Context: an optimization exercise on an open-source flow, tuned for small area. The choices shown serve that exercise and are no tape-out recipe.
For this run, only the layout was checked, not whether the RTL still works.
Power is estimated from default activity; no workload was simulated. No driver is modelled on the clock port, so clocking that relies on it looks cheaper here than on a real chip.

==> design/flow/design.v <==
module prach_hb1_sched #(
  parameter int NUM_CHANNEL = 16,
  parameter int CHN_WIDTH   = 8
) (
  input  logic                  clk,
  input  logic                  rst,
  input  logic signed [15:0]    din_dq,
  input  logic                  din_dv,
  input  logic [CHN_WIDTH-1:0]  din_chn,
  input  logic                  sync_in,
  input  logic                  clr_sticky,
  output logic signed [15:0]    dout_dp1,
  output logic signed [15:0]    dout_dp2,
  output logic                  dout_dv,
  output logic [CHN_WIDTH-1:0]  dout_chn,
  output logic                  sync_out,
  output logic                  underrun,
  output logic                  overrun,
  output logic [15:0]           underrun_cnt,
  output logic [15:0]           overrun_cnt
);
  localparam int N = 16;    
  logic [3:0]         slot_r;
  logic               first_frame_r;
  logic [N-1:0]       phase_r;      
  logic [N-1:0]       pending_r;    
  logic [N-1:0][15:0] stage_r;      
  logic [N-1:0][15:0] p1_r;
  logic [N-1:0][15:0] p2_r;
  logic [15:0]        dout_dp1_r;   
  logic               defer_r;      
  logic               dout_dv_r;
  logic [3:0]         dout_chn_r;
  logic               sync_out_r;
  logic               underrun_r;
  logic               overrun_r;
  logic               issue_s, underrun_ev_s, overrun_ev_s, din_ok_s;
  logic [3:0]         slot_nxt_s;
  logic [N-1:0]       hit_s, src_ph_s, src_pd_s, comp_s, stw_s;
  logic [N-1:0]       comp_n_s, stw_n_s, phase_d_s, pending_d_s, ov_s;
  assign issue_s       = !sync_in && pending_r[0];
  assign underrun_ev_s = !sync_in && !pending_r[0] && !first_frame_r;
  assign slot_nxt_s    = sync_in ? 4'd0 : slot_r + 4'd1;
  assign din_ok_s      = din_dv && (din_chn[CHN_WIDTH-1:4] == '0);
  prach_hb1_sched_dec u_dec (
    .chn(din_chn[3:0]), .ok(din_ok_s), .slot(slot_r), .sync(sync_in),
    .hit(hit_s));
  always_comb begin
    for (int k = 0; k < N; k++) begin
      src_ph_s[k] = phase_r[(k + 1) % N];
      src_pd_s[k] = (k == N - 1) ? 1'b0 : pending_r[(k + 1) % N];
    end
  end
  logic sync_n_s;
  assign sync_n_s = !sync_in;
  for (genvar gk = 0; gk < N; gk++) begin : g_ctl
    prach_hb1_sched_posctl u_ctl (
      .hit(hit_s[gk]), .src_ph(src_ph_s[gk]), .src_pd(src_pd_s[gk]),
      .sync_n(sync_n_s),
      .comp(comp_s[gk]), .comp_n(comp_n_s[gk]),
      .stw(stw_s[gk]), .stw_n(stw_n_s[gk]),
      .phase_d(phase_d_s[gk]), .pending_d(pending_d_s[gk]), .ov(ov_s[gk]));
  end
  assign overrun_ev_s = |ov_s;
  always_ff @(posedge clk or posedge rst) begin
    if (rst) begin
      slot_r        <= '0;
      first_frame_r <= 1'b1;
      phase_r       <= '0;
      pending_r     <= '0;
    end else begin
      slot_r        <= slot_nxt_s;
      if (sync_in)
        first_frame_r <= 1'b1;
      else if (slot_r == 4'd15)
        first_frame_r <= 1'b0;
      for (int k = 0; k < N; k++) begin
        phase_r[k]   <= phase_d_s[k];
        pending_r[k] <= pending_d_s[k];
      end
    end
  end
  logic [15:0]  din_n_s;
  logic [N-1:0] ld2_s, ld2_n_s;
  logic [N-1:0][15:0] stage_d, p1_d, p2_d;
  assign din_n_s  = ~din_dq;
  always_comb begin
    for (int k = 0; k < N; k++) begin
      if (k == N - 1)      ld2_s[k] = 1'b0;
      else if (k == N - 2) ld2_s[k] = comp_s[k] || defer_r;
      else                 ld2_s[k] = comp_s[k];
    end
  end
  assign ld2_n_s = ~ld2_s;
  for (genvar gk = 0; gk < N; gk++) begin : g_pos
    localparam int NX = (gk + 1) % N;    
    localparam bit EV = (gk % 2 == 0);   
    for (genvar gb = 0; gb < 16; gb++) begin : g_bit
      prach_hb1_sched_oai22 u_st (
        .a(stage_r[NX][gb]), .a_blk(stw_s[gk]),
        .b(EV ? din_n_s[gb] : din_dq[gb]), .b_blk(stw_n_s[gk]),
        .y(stage_d[gk][gb]));
      if (gk == N - 1) begin : g_last
        assign p1_d[gk][gb] = ~(din_dq[gb] | comp_n_s[gk]);
        assign p2_d[gk][gb] = ~p2_r[NX][gb];
      end else begin : g_mid
        prach_hb1_sched_oai22 u_p1 (
          .a(p1_r[NX][gb]), .a_blk(comp_s[gk]),
          .b(EV ? din_n_s[gb] : din_dq[gb]), .b_blk(comp_n_s[gk]),
          .y(p1_d[gk][gb]));
        prach_hb1_sched_oai22 u_p2 (
          .a(p2_r[NX][gb]), .a_blk(ld2_s[gk]),
          .b(stage_r[NX][gb]), .b_blk(ld2_n_s[gk]),
          .y(p2_d[gk][gb]));
      end
    end
  end
  always_ff @(posedge clk) begin
    for (int k = 0; k < N; k++) begin
      stage_r[k] <= stage_d[k];
      p1_r[k]    <= p1_d[k];
      p2_r[k]    <= p2_d[k];
    end
    dout_dp1_r <= p1_r[0];
    defer_r    <= comp_s[N-1];
  end
  always_ff @(posedge clk or posedge rst) begin
    if (rst) begin
      dout_dv_r  <= 1'b0;
      dout_chn_r <= '0;
      sync_out_r <= 1'b0;
    end else begin
      dout_dv_r  <= issue_s;
      dout_chn_r <= slot_r;
      sync_out_r <= (slot_r == 4'd0);
    end
  end
  always_ff @(posedge clk or posedge rst) begin
    if (rst) begin
      underrun_r <= 1'b0;
      overrun_r  <= 1'b0;
    end else begin
      underrun_r <= underrun_ev_s | (underrun_r & ~clr_sticky);
      overrun_r  <= overrun_ev_s  | (overrun_r  & ~clr_sticky);
    end
  end
  assign dout_dp1 = dout_dv_r ? dout_dp1_r : 16'd0;
  assign dout_dp2 = dout_dv_r ? ~p2_r[N-1] : 16'd0;
  assign dout_dv  = dout_dv_r;
  assign dout_chn = CHN_WIDTH'(dout_chn_r);
  assign sync_out = sync_out_r;
  assign underrun = underrun_r;
  assign overrun  = overrun_r;
  logic [15:0] underrun_cnt_r;
  logic [15:0] overrun_cnt_r;
  function automatic logic [15:0] sat_inc(input logic [15:0] v);
    sat_inc = (v == 16'hFFFF) ? v : (v + 16'd1);
  endfunction
  always_ff @(posedge clk or posedge rst) begin
    if (rst) begin
      underrun_cnt_r <= 16'd0;
      overrun_cnt_r  <= 16'd0;
    end else if (clr_sticky) begin
      underrun_cnt_r <= {15'd0, underrun_ev_s};
      overrun_cnt_r  <= {15'd0, overrun_ev_s};
    end else begin
      if (underrun_ev_s) begin
        underrun_cnt_r <= sat_inc(underrun_cnt_r);
      end
      if (overrun_ev_s) begin
        overrun_cnt_r <= sat_inc(overrun_cnt_r);
      end
    end
  end
  assign underrun_cnt = underrun_cnt_r;
  assign overrun_cnt  = overrun_cnt_r;
endmodule
module prach_hb1_sched_oai22 (
  input  logic a,
  input  logic a_blk,
  input  logic b,
  input  logic b_blk,
  output logic y
);
  assign y = ~((a | a_blk) & (b | b_blk));
endmodule
module prach_hb1_sched_posctl (
  input  logic hit,
  input  logic src_ph,
  input  logic src_pd,
  input  logic sync_n,
  output logic comp,
  output logic comp_n,
  output logic stw,
  output logic stw_n,
  output logic phase_d,
  output logic pending_d,
  output logic ov
);
  logic held;    
  prach_hb1_sched_g_and2  u_held (.a(src_ph), .b(sync_n), .y(held));
  prach_hb1_sched_g_nand2 u_cn   (.a(hit), .b(held), .y(comp_n));
  prach_hb1_sched_g_inv   u_c    (.a(comp_n), .y(comp));
  prach_hb1_sched_g_ornb  u_sn   (.a(held), .b_n(hit), .y(stw_n));
  prach_hb1_sched_g_inv   u_s    (.a(stw_n), .y(stw));
  prach_hb1_sched_g_ao21  u_ph   (.a1(held), .a2(comp_n), .b(stw), .y(phase_d));
  prach_hb1_sched_g_oa21  u_pd   (.a1(comp), .a2(src_pd), .b(sync_n), .y(pending_d));
  prach_hb1_sched_g_and2  u_ov   (.a(comp), .b(src_pd), .y(ov));
endmodule
module prach_hb1_sched_g_inv (input logic a, output logic y);
  assign y = ~a;
endmodule
module prach_hb1_sched_g_nand2 (input logic a, b, output logic y);
  assign y = ~(a & b);
endmodule
module prach_hb1_sched_g_and2 (input logic a, b, output logic y);
  assign y = a & b;
endmodule
module prach_hb1_sched_g_ornb (input logic a, b_n, output logic y);
  assign y = a | ~b_n;
endmodule
module prach_hb1_sched_g_ao21 (input logic a1, a2, b, output logic y);
  assign y = (a1 & a2) | b;
endmodule
module prach_hb1_sched_g_oa21 (input logic a1, a2, b, output logic y);
  assign y = (a1 | a2) & b;
endmodule
module prach_hb1_sched_dec (
  input  logic [3:0]  chn,
  input  logic        ok,
  input  logic [3:0]  slot,
  input  logic        sync,
  output logic [15:0] hit
);
  logic [3:0] ofs, pos, pos_n;
  logic [3:1] cy;
  logic [3:0] lo_n, hi_n;
  for (genvar i = 0; i < 4; i++) begin : g_ofs
    prach_hb1_sched_g_nor2 u_o (.a(slot[i]), .b(sync), .y(ofs[i]));
  end
  prach_hb1_sched_g_ha  u_a0 (.a(chn[0]), .b(ofs[0]), .s(pos[0]), .co(cy[1]));
  prach_hb1_sched_g_fa  u_a1 (.a(chn[1]), .b(ofs[1]), .ci(cy[1]), .s(pos[1]), .co(cy[2]));
  prach_hb1_sched_g_fa  u_a2 (.a(chn[2]), .b(ofs[2]), .ci(cy[2]), .s(pos[2]), .co(cy[3]));
  prach_hb1_sched_g_xor3 u_a3 (.a(chn[3]), .b(ofs[3]), .c(cy[3]), .y(pos[3]));
  for (genvar i = 0; i < 4; i++) begin : g_inv
    prach_hb1_sched_g_inv u_i (.a(pos[i]), .y(pos_n[i]));
  end
  for (genvar j = 0; j < 4; j++) begin : g_pre
    prach_hb1_sched_g_nand2 u_lo (
      .a(j[0] ? pos[0] : pos_n[0]), .b(j[1] ? pos[1] : pos_n[1]), .y(lo_n[j]));
    prach_hb1_sched_g_nand3 u_hi (
      .a(ok), .b(j[0] ? pos[2] : pos_n[2]), .c(j[1] ? pos[3] : pos_n[3]), .y(hi_n[j]));
  end
  for (genvar k = 0; k < 16; k++) begin : g_hit
    prach_hb1_sched_g_nor2 u_h (.a(lo_n[k % 4]), .b(hi_n[k / 4]), .y(hit[k]));
  end
endmodule
module prach_hb1_sched_g_nor2 (input logic a, b, output logic y);
  assign y = ~(a | b);
endmodule
module prach_hb1_sched_g_nand3 (input logic a, b, c, output logic y);
  assign y = ~(a & b & c);
endmodule
module prach_hb1_sched_g_xor3 (input logic a, b, c, output logic y);
  assign y = a ^ b ^ c;
endmodule
module prach_hb1_sched_g_ha (input logic a, b, output logic s, co);
  assign s  = a ^ b;
  assign co = a & b;
endmodule
module prach_hb1_sched_g_fa (input logic a, b, ci, output logic s, co);
  assign s  = a ^ b ^ ci;
  assign co = (a & b) | (ci & (a ^ b));
endmodule
==> design/flow/flow/run.sh <==
#!/bin/bash
set -e
export REMOVE_ABC_BUFFERS=1
export BUFFER_PORTS_ARGS="-buffer_cell sky130_fd_sc_hd__buf_1"
export CTS_ARGS="-sink_clustering_enable -repair_clock_nets -dont_use_dummy_load -sink_clustering_size 30 -sink_clustering_max_diameter 100 -buf_list {sky130_fd_sc_hd__clkbuf_8 sky130_fd_sc_hd__clkbuf_16}"
bash standard.sh > standard.log 2>&1
==> design/flow/standard.sh <==
#!/bin/bash
# synth_recipe.tcl (not shown) runs the flow's synth.tcl, then flattens the netlist and writes it again
# the make line also repeats each setting of config.mk as NAME=value (left out here)
make -C /OpenROAD-flow-scripts/flow DESIGN_CONFIG=/design/flow/config.mk WORK_HOME=/design/flow/orfs CLKGATE_MAP_FILE= SYNTH_SCRIPT=/design/flow/synth_recipe.tcl "${@:-finish}"
==> design/flow/config.mk <==
export PLATFORM = sky130hd
export DESIGN_NAME = prach_hb1_sched
export DESIGN_NICKNAME = prach_hb1_sched
export VERILOG_FILES = /design/flow/design.v
export SDC_FILE = /design/flow/constraint.sdc
export NUM_CORES = 4
export LEC_CHECK = 0
export CAP_MARGIN = 0
export CORE_MARGIN = 2
export CORE_UTILIZATION = 60
export SLEW_MARGIN = 0
export SYNTH_HIERARCHICAL = 1
export SYNTH_MINIMUM_KEEP_SIZE = 0
==> design/flow/constraint.sdc <==
create_clock -name core_clock -period 5.0 [get_ports {clk}]
set_input_delay 1.0000 -clock core_clock [delete_from_list [all_inputs] [get_ports {clk}]]
set_output_delay 1.0000 -clock core_clock [all_outputs]
set_load 0.01 [all_outputs]
==> results.sh <==
export IMPL_status="timing/DRC/antenna clean"
export IMPL_cts_sinks=862
export IMPL_port_buffer_count=100
export IMPL_cts_tree="yes"
export IMPL_syn2layout_area_growth_pct=9.24
export IMPL_cts_setup_buffers=0
export IMPL_postLayoutCoreUtil_pct=66.5
export IMPL_final_setup_viol_count=0
export IMPL_critical_path_required_ns=5.48
export IMPL_criticalPathCategory="primary input to flop"
export IMPL_fmax_mhz=235
export IMPL_synth_edf_count=0
export IMPL_core_rowCount=74
export IMPL_htree_levels=2
export IMPL_min_path_type="flop to flop"
export IMPL_p_int_uw=8610
export IMPL_dr_pass1_iters=5
export IMPL_cts_buffers=34
export IMPL_timing_max_cap_violations=0
export IMPL_fp_coreArea_sq_um=40900
export IMPL_rsz0062_at_grt="false"
export IMPL_antenna_found_initial=1
export IMPL_worstReg2RegStart="slot_r[0]"
export IMPL_netlist_cell_type_count=49
export IMPL_seq_area_frac_synth_pct=70.8
export IMPL_die_y_um=208
export IMPL_hold_viol_final=0
export IMPL_placed_cell_area_sq_um=26400
export IMPL_p_sw_uw=2460
export IMPL_synth_seq_cells=862
export IMPL_design_area_sq_um=27200
export IMPL_fin_crit_sh_pct=85.0
export IMPL_grt_pass1_vias=17000
export IMPL_fin_hold_ws_ns=0.337
export IMPL_vias=18400
export IMPL_p_sw_share_pct=22.2
export IMPL_diodes=0
export IMPL_root_buffer="clkbuf_16"
export IMPL_p_comb_share_pct=4.5
export IMPL_wirelength_um=73200
export IMPL_mostFrequentLayoutCell="dfxtp_1"
export IMPL_gp_congestion=0.895
export IMPL_multiInputGateArea_sq_um=6840
export IMPL_layout_nets=2288
export IMPL_async_flop_share_pct=8.93
export IMPL_insertion_delay_ns=0.60
export IMPL_p_clk_share_pct=28.9
export IMPL_seqPwrFrac_pct=66.6
export IMPL_synth_area_per_cell_sq_um=12.1
export IMPL_power_leakage_uw=0.0107
export IMPL_die_w_um=208
export IMPL_netlist_area_sq_um=24900
export IMPL_finalCriticalPeriod_ns=4.25
export IMPL_grt_pass1_wl_um=108000
export IMPL_max_slew_margin_pct=16.5
export IMPL_setup_tns_ns=0
export IMPL_grt_util_all_layers_pct=33.0
export IMPL_cts_hold_buffers_added=0
export IMPL_synth_cells=2066
export IMPL_grt_overflow=0
export IMPL_regArea_sq_um=17600
export IMPL_finalMaxSlewViolations=0
export IMPL_dieArea_sq_um=43200
export IMPL_yosys_warnings=7
export IMPL_num_io_pins=105
export IMPL_initial_core_util_pct=60.9
export IMPL_drtIter0Drc=2108
export IMPL_drcViolationCount=0
export IMPL_cts_path_max_buffers=3
export IMPL_crit_fanout=22
export IMPL_postRouteAntennaNets=0
export IMPL_cts_resized=0
export IMPL_worstSetupEndpointType="flop"
export IMPL_tightest_slew_ns=1.25
export IMPL_grt_max_degree=43
export IMPL_cp_arrival_ns=4.73
export IMPL_synth_flop_cell="dfxtp_1"
export IMPL_start_kind="primary input"
export IMPL_layout_common_cells="dfxtp_1 (785), o22ai_1 (736), buf_1 (100)"
export IMPL_clk_pin_slew_ns=0.11
export IMPL_nFillCells=3191
export IMPL_drive_gt1_share_pct=5.11
export IMPL_vdd_ir_drop_max_mv=0.382
export IMPL_p_per_area_nw_per_um2=407
export IMPL_drt_wirelength_per_cell_um=26.3
export IMPL_finClkSkew_ns=0.0565
export IMPL_hpwlAfterDp_um=43900
export IMPL_avgViaCountPerCell=6.60
export IMPL_startpoint="sync_in"
export IMPL_min_from="p1_r[4]"
==> worst max-delay path, stage by stage <==
cell	delay (ns)
buf_1	0.25
nor2_1	0.09
ha_1	0.20
fa_1	0.40
fa_1	0.39
xor3_1	0.26
nand3_1	0.18
nor2_1	0.08
nand2_1	0.10
inv_1	0.05
and2_1	0.16
nor4_1	0.59
and4_1	0.33
buf_4	0.25
nor4_1	0.09
mux2_2	0.29
==> Yosys stat by module, one instance, submodules excluded, excerpt <==
module                   cells inside  copies in the design  area, sq um
prach_hb1_sched_g_ha                1                     1         12.5
prach_hb1_sched_g_xor3              1                     1         23.8
prach_hb1_sched_g_fa                1                     2         20.0
prach_hb1_sched_oai22               1                   736         6.26
prach_hb1_sched_g_ornb              1                    16         6.26
prach_hb1_sched_g_nand3             1                     4         5.00
prach_hb1_sched_g_ao21              1                    16         7.51
prach_hb1_sched                  1166                     1        19400
==> path summary, 6_finish.rpt <==
path / to / slack (ns) / cells past startpoint
max in group asynchronous: overrun_cnt_r[7] / 3.54 / 3
min: dout_dp1_r[4] / 0.34 / 0
max reg2reg: overrun_cnt_r[15] / 1.03 / 15
min in group asynchronous: sync_out_r / 0.50 / 2
min reg2reg: dout_dp1_r[4] / 0.34 / 0
max: overrun_cnt_r[15] / 0.75 / 16
==> flip-flops by register name (all words and copies together) (netlist names), 4 cells and up <==
register and cells:
stage_r 256, pending_r 16, phase_r 16, p1_r 256, dout_dp1_r 16, p2_r 256
dout_chn_r 4, overrun_cnt_r 16, underrun_cnt_r 16, slot_r 4
==> synthesized netlist by cell type (4+ instances only) <==
cell      count  area [sq um]
a21oi_1      19          95.1
and4_1        6          52.6
mux2_2        7          78.8
and2_1       50           313
o41ai_1       4          35.0
buf_4         4          30.0
nor4_1       11          68.8
and3_1        5          31.3
o22ai_1     736          4600
nand2_1      33           124
nand2b_1     16           100
or4_1        15           113
nand3_1      18          90.1
dfrtp_1      76          1900
inv_1        91           342
a21o_1       18           135
nor2_1       51           191
nor2b_1      25           156
clkbuf_1     13          48.8
ha_1          5          62.6
o31ai_1      13          97.6
dfxtp_1     785         15700
o21a_1       17           128
nand4_1      10          62.6
or3_1         4          25.0
==> cell type report <==
class | count | area share, %
Sequential cell | 862 | 64.8
Multi-Input combinational cell | 1097 | 25.1
Timing Repair Buffer | 166 | 3.20
Clock buffer | 34 | 3.13
Tap cell | 532 | 2.45
Inverter | 91 | 1.26
==> power groups by stage <==
stage	combinational, uW	clock, uW	sequential (uW)
3_3_place_gp	467	0	7510
2_1_floorplan	265	0	7450
6_report	494	3200	7370
5_1_grt	518	3450	7400
4_1_cts	476	3230	7360
3_5_place_dp	470	0	7510
==> layer usage <==
layer | GRT usage [%] | routed length [um] | up-vias
li1 | - | - | 8259
met1 | 51.5 | 33100 | 9092
met2 | 45.9 | 30100 | 909
met3 | 8.35 | 8450 | 90
met4 | 7.97 | 1540 | 2
met5 | 0 | 13 | -
==> metrics by stage <==
stage / cells / total power (uW) / worst slack [ns]
global route: 2782 / 11400 / 0.542
CTS: 2782 / 11100 / 0.838
finish: 2782 / 11100 / 0.752
detailed placement: 2748 / 7980 / 0.206
global placement: 2748 / 7980 / 0.262
floorplan: 2050 / 7720 / 0.160
==> kinds of logic (layout without fill, tap and decap cells) <==
kind of cell             count (synthesis)  after routing  synth area share (%)
flip-flops                             862            862                  70.8
AO/OA/AOI/OAI                          817            817                  20.7
AND/OR/NAND/NOR                        256            256                  5.72
buffers and inverters                  112            291                  1.79
multiplexers                             8              8                 0.357
adder cells (fa/ha/maj)                  7              7                 0.412
XOR/XNOR                                 3              3                 0.166
other                                    1              6                0.0151

## separate check: timing with driven ports
The results above use ideal ports. As a check the final layout listed here was re-extracted and re-timed, cells and wires unchanged. Step 1 sets driving cells, clkbuf_16 on the clock port and buf_2 on the other inputs (assumed; they add their load-dependent delay and slew). Step 2, shift: input delay + t, output delay - t, t = (earliest + latest rising clock arrival at the registers) / 2. This alone moves slack from input paths to output paths. Slacks: no drivers / after step 1 / after step 2; pairs: no drivers / after step 1.
t, ns: 0.629
setup WS [ns]: 0.752 / 0.790 / 0.161
hold WS [ns]: 0.337 / 0.337 / 0.337
clock arrival spread, ns: 0.058 / 0.057
After both steps this run still meets setup and hold. For this run, drivers alone change the setup slack by +0.038 ns; drivers and shift together by -0.591 ns.
